From an optimization exercise on the open Yosys and OpenROAD flow, aimed at small area and few clock cycles per item; shortcuts taken in it are not production practice.
In this exercise RTL edits were held to simulation tests only and were not proved equivalent to the original.
The clock port is modelled as an ideal driver, which makes a skipped or thinned clock tree look cheaper than it is; a real chip needs a root buffer or a tree.
No activity file was given, so power comes from the tool's default toggle rates.

== indigo ==
==> flow/design.v (excerpt) <==
module ultrasonic_echo_ranger (
  input  logic                           clk,
  input  logic                           rst,
  input  logic                           sample_valid,
  output logic                           sample_ready,
  input  logic                           sample_echo_level,
  output logic                           result_valid,
  input  logic                           result_ready,
  output logic                           result_trig_level,
  output logic                           result_result_valid,
  output logic [uer_pkg::RANGE_W-1:0]    result_range_sixteenths,
  output logic                           result_near,
  input  logic                           cfg_wr_en,
  input  logic [uer_pkg::CFG_IDX_W-1:0]  cfg_index,
  input  logic [uer_pkg::CFG_DATA_W-1:0] cfg_data
);
Size in the first run: about 360 cells after synthesis, about 88 flip-flops, about 44 I/O pins.
clock: 7.0 ns
lec_check: 0
abc_area: 1
cap_margin: 20
core_margin: 2
core_utilization: 75
cts_buf_list: sky130_fd_sc_hd__clkbuf_8
gpl_timing_driven: 0
place_density: 0.85
slew_margin: 20
standard.sh (not shown) runs the stock make flow with config.mk's settings and CLKGATE_MAP_FILE= SYNTH_SCRIPT=/design/flow/synth_recipe.tcl, a recipe that flattens the netlist after the stock synthesis.
==> flow/flow/run.sh <==
#!/bin/bash
# The standard layout with three changes:
#  - synthesis maps the logic with an area-oriented ABC script: each
#    flow/abc_*.script is tried (read through ABC_AREA=1, everything else in
#    synthesis the standard one, so the registers are the standard synthesis's)
#    and the one giving the smallest cell area is used;
#  - each port gets the smallest buffer (buf_1) instead of the delay buffer
#    that buffer_ports picks by default;
#  - the clock tree is built by flow/mcts.tcl (one root buffer and six leaf
#    buffers) in place of clock_tree_synthesis; the rest of the CTS step
#    (placement legalisation, timing repair) is ORFS's own.
# Each tool's output goes to a log in this folder (trial_*/synth.log,
# synth.log, layout.log) and ORFS's own logs under orfs/logs.
set -euo pipefail
W=$PWD
names=()
for s in flow/abc_*.script; do
  n=$(basename "$s" .script)
  names+=("$n")
  rm -rf "trial_$n"
  mkdir -p "trial_$n"
  cp -r "$FLOW_HOME/scripts" "trial_$n/scripts"
  cp "$s" "trial_$n/scripts/abc_area.script"
  sed "s#WORK_HOME=$W/orfs #WORK_HOME=$W/trial_$n/orfs #" standard.sh > "trial_$n/standard.sh"
  grep -q "WORK_HOME=$W/trial_$n/orfs " "trial_$n/standard.sh"
  ( SCRIPTS_DIR="$W/trial_$n/scripts" bash "trial_$n/standard.sh" synth > "trial_$n/synth.log" 2>&1 ) &
done
wait
best=""
besta=""
for n in "${names[@]}"; do
  f="trial_$n/orfs/reports/sky130hd/ultrasonic_echo_ranger/base/synth_stat.txt"
  [[ -f $f ]] || continue
  a=$(grep "Chip area for module" "$f" | awk '{print $NF}')
  echo "$n $a" >> abc_choice.txt
  if [[ -z $best ]] || awk -v a="$a" -v b="$besta" 'BEGIN{exit !(a < b)}'; then
    best=$n
    besta=$a
  fi
done
echo "chosen $best $besta" >> abc_choice.txt
SCRIPTS_DIR="$W/trial_$best/scripts" bash standard.sh synth > synth.log 2>&1
export BUFFER_PORTS_ARGS="-buffer_cell sky130_fd_sc_hd__buf_1"
bash standard.sh place > layout.log 2>&1
rm -rf scripts_cts
cp -r "$FLOW_HOME/scripts" scripts_cts
python3 - "$W" <<'PY'
import sys
p = 'scripts_cts/cts.tcl'
s = open(p).read()
old = 'log_cmd clock_tree_synthesis {*}$cts_args'
assert s.count(old) == 1
s = s.replace(old, 'source {%s/flow/mcts.tcl}' % sys.argv[1])
open(p, 'w').write(s)
PY
SCRIPTS_DIR="$W/scripts_cts" bash standard.sh cts >> layout.log 2>&1
bash standard.sh >> layout.log 2>&1
==> flow/flow/mcts.tcl <==
# Clock tree built by hand, sourced by cts.tcl in place of clock_tree_synthesis:
# the clock port drives one root buffer, which drives one leaf buffer per
# group of flip-flops; the groups split the flip-flops into MCTS_KX columns by
# x and each column into MCTS_KY rows by y, and each buffer sits at the centre
# of what it drives. Every flip-flop is two buffers from the port.
set mcts_kx 3
set mcts_ky 2
set mcts_leaf sky130_fd_sc_hd__clkbuf_8
set mcts_root sky130_fd_sc_hd__clkbuf_4

set block [ord::get_db_block]
set clknet [$block findNet clk]
set sinks {}
foreach it [$clknet getITerms] {
  set loc [[$it getInst] getLocation]
  lappend sinks [list [lindex $loc 0] [lindex $loc 1] $it]
}
set n [llength $sinks]
set sinks [lsort -integer -index 0 $sinks]
set groups {}
for {set gx 0} {$gx < $mcts_kx} {incr gx} {
  set col [lrange $sinks [expr {$gx * $n / $mcts_kx}] [expr {($gx + 1) * $n / $mcts_kx - 1}]]
  set col [lsort -integer -index 1 $col]
  set m [llength $col]
  for {set gy 0} {$gy < $mcts_ky} {incr gy} {
    lappend groups [lrange $col [expr {$gy * $m / $mcts_ky}] [expr {($gy + 1) * $m / $mcts_ky - 1}]]
  }
}
set sx 0
set sy 0
foreach s $sinks {
  set sx [expr {$sx + [lindex $s 0]}]
  set sy [expr {$sy + [lindex $s 1]}]
}
set ri [odb::dbInst_create $block [[ord::get_db] findMaster $mcts_root] clkbuf_root]
set rootnet [odb::dbNet_create $block clknet_root]
$rootnet setSigType CLOCK
[$ri findITerm A] connect $clknet
[$ri findITerm X] connect $rootnet
$ri setLocation [expr {$sx / $n}] [expr {$sy / $n}]
$ri setPlacementStatus PLACED
set g 0
foreach grp $groups {
  set sx 0
  set sy 0
  foreach s $grp {
    set sx [expr {$sx + [lindex $s 0]}]
    set sy [expr {$sy + [lindex $s 1]}]
  }
  set bi [odb::dbInst_create $block [[ord::get_db] findMaster $mcts_leaf] clkbuf_leaf_$g]
  set nn [odb::dbNet_create $block clknet_leaf_$g]
  $nn setSigType CLOCK
  foreach s $grp {
    set it [lindex $s 2]
    $it disconnect
    $it connect $nn
  }
  [$bi findITerm A] connect $rootnet
  [$bi findITerm X] connect $nn
  $bi setLocation [expr {$sx / [llength $grp]}] [expr {$sy / [llength $grp]}]
  $bi setPlacementStatus PLACED
  incr g
}
$clknet setSigType CLOCK
puts "mcts: $n flip-flops, [llength $groups] leaf buffers"
set_propagated_clock [all_clocks]
Other scripts of this flow, unchanged in this note and not shown: flow/flow/abc_nf1.script, flow/flow/abc_nf2.script, flow/flow/abc_s4.script
Testbench counts of indigo, summed over its fixed seeds: cycles 797,463, ticks 796,967.
Changes in fjord relative to indigo:
# indigo
export LEC_CHECK = 0
export ABC_AREA = 1
export CAP_MARGIN = 20
export CORE_MARGIN = 2
export CORE_UTILIZATION = 75
export CTS_BUF_LIST = sky130_fd_sc_hd__clkbuf_8
export GPL_TIMING_DRIVEN = 0
export PLACE_DENSITY = 0.85
export SLEW_MARGIN = 20
create_clock -name core_clock -period 7.0 [get_ports {clk}]
# fjord
export LEC_CHECK = 0
export ABC_AREA = 1
export CAP_MARGIN = 20
export CORE_MARGIN = 2
export CORE_UTILIZATION = 85
export CTS_BUF_LIST = sky130_fd_sc_hd__clkbuf_8
export GPL_TIMING_DRIVEN = 0
export PLACE_DENSITY = 0.92
export SLEW_MARGIN = 20
create_clock -name core_clock -period 7.0 [get_ports {clk}]
-- flow/flow/run.sh --
<<< indigo, line 9
#  - the clock tree is built by flow/mcts.tcl (one root buffer and six leaf
>>> fjord, line 9
#  - the clock tree is built by flow/mcts.tcl (one root buffer and five leaf
-- flow/flow/mcts.tcl --
<<< indigo, line 6
set mcts_kx 3
set mcts_ky 2
>>> fjord, line 6
set mcts_kx 5
set mcts_ky 1
<<< indigo, line 9
set mcts_root sky130_fd_sc_hd__clkbuf_4
>>> fjord, line 9
set mcts_root sky130_fd_sc_hd__clkbuf_2
--- outcome ---
When the final numbers for fjord and indigo were put side by side, the number of gates on the worst path with buffers counted turned out to be greater in fjord. Number of iterations in the first detailed-routing pass ends up higher on fjord. Routed wire in fjord totals more than in indigo. indigo ended up with o21ai_1 as its worst-path cell with the longest stage delay; fjord ended up with nand2_1. Looking at worst setup slack, fjord sits 560 ps lower than indigo does. On fjord: portion of total power attributed to the clock network is 1.8 points lower than what indigo gave.
Setup changes, fjord to willow
# fjord
export LEC_CHECK = 0
export ABC_AREA = 1
export CAP_MARGIN = 20
export CORE_MARGIN = 2
export CORE_UTILIZATION = 85
export CTS_BUF_LIST = sky130_fd_sc_hd__clkbuf_8
export GPL_TIMING_DRIVEN = 0
export PLACE_DENSITY = 0.92
export SLEW_MARGIN = 20
create_clock -name core_clock -period 7.0 [get_ports {clk}]
# willow
export LEC_CHECK = 0
export ABC_AREA = 1
export CAP_MARGIN = 20
export CORE_MARGIN = 2
export CORE_UTILIZATION = 75
export CTS_BUF_LIST = sky130_fd_sc_hd__clkbuf_8
export GPL_TIMING_DRIVEN = 0
export PLACE_DENSITY = 0.85
export SLEW_MARGIN = 20
create_clock -name core_clock -period 7.0 [get_ports {clk}]
-- flow/flow/run.sh --
<<< fjord, line 9
#  - the clock tree is built by flow/mcts.tcl (one root buffer and five leaf
#    buffers) in place of clock_tree_synthesis; the rest of the CTS step
>>> willow, line 9
#  - the clock tree is built by flow/mcts.tcl (one root inverter and three
#    leaf inverters) in place of clock_tree_synthesis; the rest of the CTS step
-- flow/flow/mcts.tcl --
<<< fjord, line 2
# the clock port drives one root buffer, which drives one leaf buffer per
# group of flip-flops; the groups split the flip-flops into MCTS_KX columns by
# x and each column into MCTS_KY rows by y, and each buffer sits at the centre
# of what it drives. Every flip-flop is two buffers from the port.
set mcts_kx 5
>>> willow, line 2
# the clock port drives one root inverter, which drives one leaf inverter per
# group of flip-flops; the groups split the flip-flops into mcts_kx columns by
# x and each column into mcts_ky rows by y, and each cell sits at the centre
# of what it drives. Every flip-flop is two inverters from the port, so it
# sees the clock itself, and all flip-flops see it through the same depth.
set mcts_kx 3
<<< fjord, line 8
set mcts_leaf sky130_fd_sc_hd__clkbuf_8
set mcts_root sky130_fd_sc_hd__clkbuf_2
>>> willow, line 9
set mcts_leaf sky130_fd_sc_hd__inv_12
set mcts_root sky130_fd_sc_hd__inv_4
<<< fjord, line 12
>>> willow, line 13
proc mcts_outpin {inst} {
  foreach it [$inst getITerms] {
    if {[$it isOutputSignal]} {
      return $it
    }
  }
}
<<< fjord, line 39
[$ri findITerm X] connect $rootnet
>>> willow, line 47
[mcts_outpin $ri] connect $rootnet
<<< fjord, line 59
  [$bi findITerm X] connect $nn
>>> willow, line 67
  [mcts_outpin $bi] connect $nn
<<< fjord, line 65
puts "mcts: $n flip-flops, [llength $groups] leaf buffers"
>>> willow, line 73
puts "mcts: $n flip-flops, [llength $groups] leaf inverters"
[summary]
Delta(global-route wire length before repair, willow - fjord) < 0
willow: wire length about 27% below fjord
willow: data arrival time of the worst path 880 ps below fjord
Footprint of the flip-flops and latches: willow vs fjord — no meaningful difference
[compare] base=fjord new=willow: worst setup margin has increased, sum of overflow across all layers after global routing has remained practically unchanged, total power draw has decreased, register share of total power has increased, die area has increased.
Relative to willow, the following input files were edited for violet:
-- flow/flow/run.sh --
<<< willow, line 2
# The standard layout with three changes:
#  - synthesis maps the logic with an area-oriented ABC script: each
#    flow/abc_*.script is tried (read through ABC_AREA=1, everything else in
#    synthesis the standard one, so the registers are the standard synthesis's)
#    and the one giving the smallest cell area is used;
>>> violet, line 2
# The standard layout with these changes:
#  - synthesis leaves the adders to ABC (ADDER_MAP_FILE empty, so no half or
#    full adder cells are extracted before it) and maps the logic with an
#    area-oriented ABC script: each flow/abc_*.script is tried (read through
#    ABC_AREA=1; everything else in synthesis is the standard one, so the
#    registers are the standard synthesis's) and the one giving the smallest
#    cell area is used;
<<< willow, line 16
>>> violet, line 18
export ADDER_MAP_FILE=
<<< willow, line 27
>>> violet, line 30
  if (( ${#names[@]} % 3 == 0 )); then
    wait
  fi
==> flow/flow/abc_a4.script (new file) <==
strash
&get -n
&st
&dch
&nf -R 1000
&st
&syn4
&dch
&nf -R 1000
&put
topo
==> flow/flow/abc_dc2.script (new file) <==
strash
&get -n
&st
&dc2
&dch -f
&nf -R 1000
&st
&syn4
&dch -f
&nf -R 1000
&put
topo
==> flow/flow/abc_s4b.script (new file) <==
strash
&get -n
&st
&dch -f
&nf -R 1000
&st
&syn4
&dch -f
&nf -R 1000
&st
&syn4
&dch -f
&nf -R 1000
&put
topo
==> notes.md <==
- violet against willow: final period utilization dropped 3.6 points, filler cell count in the final layout dropped 13%.
- The dominant combinational cell family by area after synthesis comes out simple AND/OR/NAND/NOR gates in one run and compound AO/OA/AOI/OAI gates in the other, namely in willow and violet respectively.
- Going from willow to violet, clock share of power went down 0.3 points; die extent in y went down about 1.7%; critical path depth went down 2; routed wire length went down 2.5%; global-route wire length before repair went down 610 um.
In every run of this note, the design's own scripts or RTL, not TritonCTS, make the clock network.

========
== run A ==
The RTL this note starts from:
==> flow/design.v <==
package uer_pkg;
  localparam int RANGE_W    = 13;
  localparam int CM_W       = 9;
  localparam int TRIG_W     = 8;
  localparam int HOLD_W     = 17;
  localparam int CFG_IDX_W  = 3;
  localparam int CFG_DATA_W = 17;
  localparam logic [CFG_IDX_W-1:0] REG_TRIG_PULSE = 3'd0;
  localparam logic [CFG_IDX_W-1:0] REG_HOLDOFF    = 3'd1;
  localparam logic [CFG_IDX_W-1:0] REG_MIN_CM     = 3'd2;
  localparam logic [CFG_IDX_W-1:0] REG_MAX_CM     = 3'd3;
  localparam logic [CFG_IDX_W-1:0] REG_NEAR_CM    = 3'd4;
  localparam logic [TRIG_W-1:0] TRIG_PULSE_RST = 8'd10;
  localparam logic [HOLD_W-1:0] HOLDOFF_RST    = 17'd101000;
  localparam logic [CM_W-1:0]   MIN_CM_RST     = 9'd2;
  localparam logic [CM_W-1:0]   MAX_CM_RST     = 9'd400;
  localparam logic [CM_W-1:0]   NEAR_CM_RST    = 9'd5;
endpackage
module ultrasonic_echo_ranger (
  input  logic                           clk,
  input  logic                           rst,
  input  logic                           sample_valid,
  output logic                           sample_ready,
  input  logic                           sample_echo_level,
  output logic                           result_valid,
  input  logic                           result_ready,
  output logic                           result_trig_level,
  output logic                           result_result_valid,
  output logic [uer_pkg::RANGE_W-1:0]    result_range_sixteenths,
  output logic                           result_near,
  input  logic                           cfg_wr_en,
  input  logic [uer_pkg::CFG_IDX_W-1:0]  cfg_index,
  input  logic [uer_pkg::CFG_DATA_W-1:0] cfg_data
);
  function automatic logic ge17(input logic [16:0] a, input logic [16:0] b);
    ge17 = 1'b1;
    for (int i = 0; i < 17; i++) ge17 = (a[i] ^ b[i]) ? a[i] : ge17;
  endfunction
  function automatic logic ge8(input logic [7:0] a, input logic [7:0] b);
    ge8 = 1'b1;
    for (int i = 0; i < 8; i++) ge8 = (a[i] ^ b[i]) ? a[i] : ge8;
  endfunction
  logic [uer_pkg::TRIG_W-1:0] trig_cfg, trig_q;
  logic [uer_pkg::HOLD_W-1:0] hold_cfg, hold_q;
  logic [uer_pkg::CM_W-1:0]   min_cm, max_cm, near_cm, min_q, max_q, near_q;
  logic                       wr_trig, wr_hold, wr_min, wr_max, wr_near;
  logic [uer_pkg::CFG_DATA_W-1:0] rmask;
  assign rmask   = {uer_pkg::CFG_DATA_W{rst}};
  assign wr_trig = rst || (cfg_wr_en && cfg_index == uer_pkg::REG_TRIG_PULSE);
  assign wr_hold = rst || (cfg_wr_en && cfg_index == uer_pkg::REG_HOLDOFF);
  assign wr_min  = rst || (cfg_wr_en && cfg_index == uer_pkg::REG_MIN_CM);
  assign wr_max  = rst || (cfg_wr_en && cfg_index == uer_pkg::REG_MAX_CM);
  assign wr_near = rst || (cfg_wr_en && cfg_index == uer_pkg::REG_NEAR_CM);
  always_ff @(posedge clk) begin
    if (wr_trig)
      trig_q <= ~((cfg_data[7:0] & ~rmask[7:0]) | (uer_pkg::TRIG_PULSE_RST & rmask[7:0]));
    if (wr_hold)
      hold_q <= ~((cfg_data & ~rmask) | (uer_pkg::HOLDOFF_RST & rmask));
    if (wr_min)
      min_q  <= ~((cfg_data[8:0] & ~rmask[8:0]) | (uer_pkg::MIN_CM_RST & rmask[8:0]));
    if (wr_max)
      max_q  <= ~((cfg_data[8:0] & ~rmask[8:0]) | (uer_pkg::MAX_CM_RST & rmask[8:0]));
    if (wr_near)
      near_q <= ~((cfg_data[8:0] & ~rmask[8:0]) | (uer_pkg::NEAR_CM_RST & rmask[8:0]));
  end
  assign trig_cfg = ~trig_q;
  assign hold_cfg = ~hold_q;
  assign min_cm   = ~min_q;
  assign max_cm   = ~max_q;
  assign near_cm  = ~near_q;
  logic vld, accept, fin_hold;
  assign sample_ready = (!vld || result_ready) && !fin_hold;
  assign accept       = sample_valid && sample_ready;
  assign result_valid = vld;
  always_ff @(posedge clk) begin
    vld <= !rst && (accept || (vld && !result_ready));
  end
  localparam logic [2:0] PH_LOW1 = 3'd0;
  localparam logic [2:0] PH_HIGH = 3'd2;
  localparam logic [2:0] PH_LOW2 = 3'd3;
  localparam logic [2:0] PH_WAIT = 3'd1;
  localparam logic [2:0] PH_MEAS = 3'd5;
  localparam logic [2:0] PH_HOLD = 3'd4;
  logic [2:0]  phase, phase_n;
  logic [16:0] cnt, cnt_n, cnt_inc;
  logic        done, fin, step, cnt_en, ph_en;
  logic        load1, load3;
  logic        fin_pend, f_load, f_step;
  assign done = (phase == PH_HOLD) ? ge17(cnt, hold_cfg) : ge8(cnt[7:0], trig_cfg);
  always_comb begin
    cnt_inc = cnt + 1'b1;
    if (phase == PH_MEAS && cnt[4:0] == 5'd31) cnt_inc[1:0] = 2'b11;
  end
  always_comb begin
    phase_n = phase;
    fin     = 1'b0;
    step    = 1'b1;    
    load1   = 1'b0;
    load3   = 1'b0;
    case (phase)
      PH_LOW1: if (done) begin phase_n = PH_HIGH; load1 = 1'b1; end
      PH_HIGH: if (done) begin phase_n = PH_LOW2; load1 = 1'b1; end
      PH_LOW2: if (done) begin phase_n = PH_WAIT; load3 = 1'b1; end
      PH_WAIT: begin
        step = sample_echo_level;
        if (sample_echo_level) phase_n = PH_MEAS;
      end
      PH_MEAS: begin
        if (!sample_echo_level) begin
          fin     = 1'b1;
          load1   = 1'b1;
          phase_n = (hold_cfg == '0) ? PH_LOW1 : PH_HOLD;
        end else begin
          step = !(&cnt[14:0]);
        end
      end
      default: if (done) begin phase_n = PH_LOW1; load1 = 1'b1; end
    endcase
  end
  assign fin_pend = (phase == PH_MEAS) && sample_valid && !sample_echo_level;
  assign fin_hold = fin_pend && !(cnt[15] && cnt[1:0] == 2'd3);
  assign f_load   = fin_pend && !cnt[15] && !vld;
  assign f_step   = fin_pend && cnt[15] && cnt[1:0] != 2'd3;
  assign cnt_en = rst || (accept && step) || f_load || f_step;
  assign cnt_n  = rst ? 17'd1 : f_load ? 17'h08000 : f_step ? cnt_inc
                : load1 ? 17'd1 : load3 ? 17'd3 : cnt_inc;
  assign ph_en  = rst || accept;
  always_ff @(posedge clk) begin
    if (ph_en)  phase <= phase_n & ~rmask[2:0];
    if (cnt_en) cnt   <= cnt_n;
  end
  logic [2:0]  ef;
  logic [8:0]  ysel;
  logic        c0, cmp_lt, rng_en, near_en;
  logic [12:0] rng_n;
  always_comb begin
    case (cnt[4:0])
      5'd3,  5'd4,  5'd5,  5'd6:  ef = 3'd0;
      5'd7,  5'd8,  5'd9,  5'd10: ef = 3'd1;
      5'd11, 5'd12, 5'd13:        ef = 3'd2;
      5'd14, 5'd15, 5'd16, 5'd17: ef = 3'd3;
      5'd18, 5'd19, 5'd20, 5'd21: ef = 3'd4;
      5'd22, 5'd23, 5'd24:        ef = 3'd5;
      5'd25, 5'd26, 5'd27, 5'd28: ef = 3'd6;
      default:                    ef = 3'd7;
    endcase
  end
  assign ysel = cnt[1] ? near_cm : cnt[0] ? min_cm : max_cm;
  assign c0   = !(cnt[1] ^ cnt[0]);
  always_comb begin
    cmp_lt = c0 && result_range_sixteenths[3:0] == 4'd0;
    for (int i = 0; i < 9; i++)
      cmp_lt = (result_range_sixteenths[i+4] ^ ysel[i]) ? ysel[i] : cmp_lt;
  end
  assign rng_en  = rst || f_load ||
                   (f_step && cnt[1:0] == 2'd0 && !cmp_lt) ||
                   (f_step && cnt[1:0] == 2'd1 && cmp_lt);
  assign rng_n   = f_load ? {cnt[14:5], ef} : {ysel, 4'd0};
  assign near_en = rst || (fin_pend && cnt[15] && cnt[1] && (cnt[0] ^ cmp_lt));
  always_ff @(posedge clk) begin
    if (rng_en)  result_range_sixteenths <= rng_n & ~rmask[12:0];
    if (near_en) result_near             <= !cnt[0] && !rst;
    if (accept) begin
      result_trig_level   <= (phase == PH_HIGH);
      result_result_valid <= fin;
    end
  end
endmodule
==> flow/config.mk <==
export PLATFORM = sky130hd
export DESIGN_NAME = ultrasonic_echo_ranger
export DESIGN_NICKNAME = ultrasonic_echo_ranger
export VERILOG_FILES = /design/flow/design.v
export SDC_FILE = /design/flow/constraint.sdc
export NUM_CORES = 4
export LEC_CHECK = 0
export ABC_AREA = 1
export CAP_MARGIN = 0
export CORE_MARGIN = 2
export CORE_UTILIZATION = 75
export CTS_BUF_LIST = sky130_fd_sc_hd__clkbuf_8
export GPL_TIMING_DRIVEN = 0
export PLACE_DENSITY = 0.85
export SLEW_MARGIN = 0
==> flow/constraint.sdc <==
create_clock -name core_clock -period 7.0 [get_ports {clk}]
set_input_delay 1.4000 -clock core_clock [delete_from_list [all_inputs] [get_ports {clk}]]
set_output_delay 1.4000 -clock core_clock [all_outputs]
set_load 0.01 [all_outputs]
==> flow/flow/run.sh <==
#!/bin/bash
# The standard layout with three changes:
#  - synthesis maps the logic with an area-oriented ABC script (flow/abc_area.script,
#    read through ABC_AREA=1); everything else in synthesis is the standard one, so
#    the registers are the standard synthesis's;
#  - each port gets the smallest buffer (buf_1) instead of the delay buffer
#    that buffer_ports picks by default;
#  - clock tree synthesis takes the arguments in flow/cts_args (no dummy loads).
set -euo pipefail
rm -rf scripts_abc
cp -r "$FLOW_HOME/scripts" scripts_abc
cp flow/abc_area.script scripts_abc/abc_area.script
SCRIPTS_DIR="$PWD/scripts_abc" bash standard.sh synth > synth.log 2>&1
export BUFFER_PORTS_ARGS="-buffer_cell sky130_fd_sc_hd__buf_1"
export CTS_ARGS="$(cat flow/cts_args)"
bash standard.sh > layout.log 2>&1
==> flow/flow/abc_area.script <==
strash
&get -n
&st
&dch -f
&nf -R 1000
&st
&syn2
&dch -f
&nf -R 1000
&put
topo
==> flow/flow/cts_args <==
-sink_clustering_enable -repair_clock_nets -buf_list sky130_fd_sc_hd__clkbuf_8 -dont_use_dummy_load
Run A: PASS, flow complete, no timing, DRC or antenna violations
Testbench counts of run A, summed over its fixed seeds: cycles 797,463, ticks 796,967.
Input-level comparison between run B and run A:
Settings: CAP_MARGIN now 20, was 0; SLEW_MARGIN now 20, was 0; GPL_TIMING_DRIVEN no longer set, was 0.
Notes after the runs:
- Between run A and run B, the difference in part of the total power dissipated in the clock network is negligible.
- For count of final max-slew check failures, run B and run A come out practically identical.
- Compared to run A, run B has routed length on met2 about 5% higher.
- In the flow results for run A and run B, the setup slack of the critical path after layout is smaller on run A.
- CTS clock-pin slew for the worst setup and hold paths down 0.02 ns in run B wrt run A
- Run B: worst hold slack 0.012 ns above run A
- Run B against run A; wire length after detailed routing is up by a little under 10%.
- The ratio of total power to cell area on run B is in line with that on run A.
- Area occupied by registers came out exactly the same in run A and run B.
- Higher combined global-route utilization of all metal layers goes to run B over run A.
- | number of cells in the design after placement | higher: run B |
What run C does differently from run B at the input level:
Settings: SLEW_MARGIN: 20 -> 0; CAP_MARGIN: 20 -> 0.
[summary]
As far as largest driver fanout on the critical path goes, run B and run C are indistinguishable; the numbers are identical.
Per the comparison of run C with run B, growth of design area from synthesis to finish stayed essentially flat, setup TNS stayed essentially flat.

what the ideal ports hide:
No port has a modelled driver above. Below, the same layouts with a new extraction and two added sets of constraints. Step 1, drivers: a clkbuf_16 drives clk and a buf_2 each remaining input, both assumed. Step 2 also shifts input and output timing later by t, the mid clock arrival at the registers, as if the neighbouring blocks saw the same clock. Slacks: ideal ports / drivers / drivers and shift; pairs: ideal ports / drivers.
| run | t, ns | slack for setup (ns) | hold slack, ns | slew at the worst register clock pin (ns) |
|---|---|---|---|---|
| indigo | 0.425 | 1.916 / 1.916 / 1.916 | 0.536 / 0.536 / 0.536 | 0.10 / 0.10 |
| fjord | 0.488 | 1.357 / 1.357 / 1.357 | 0.553 / 0.553 / 0.553 | 0.11 / 0.11 |
| willow | 0.251 | 1.961 / 1.961 / 1.961 | 0.539 / 0.539 / 0.539 | 0.11 / 0.11 |
| violet | 0.242 | 2.210 / 2.210 / 2.210 | 0.565 / 0.565 / 0.565 | 0.11 / 0.11 |
| run A | 0.384 | 1.564 / 1.564 / 1.564 | 0.514 / 0.514 / 0.514 | 0.09 / 0.09 |
| run B | 0.370 | 1.726 / 1.726 / 1.726 | 0.527 / 0.527 / 0.527 | 0.09 / 0.09 |
| run C | 0.370 | 1.726 / 1.726 / 1.726 | 0.527 / 0.527 / 0.527 | 0.09 / 0.09 |
After both steps setup and hold are still met in every run listed.
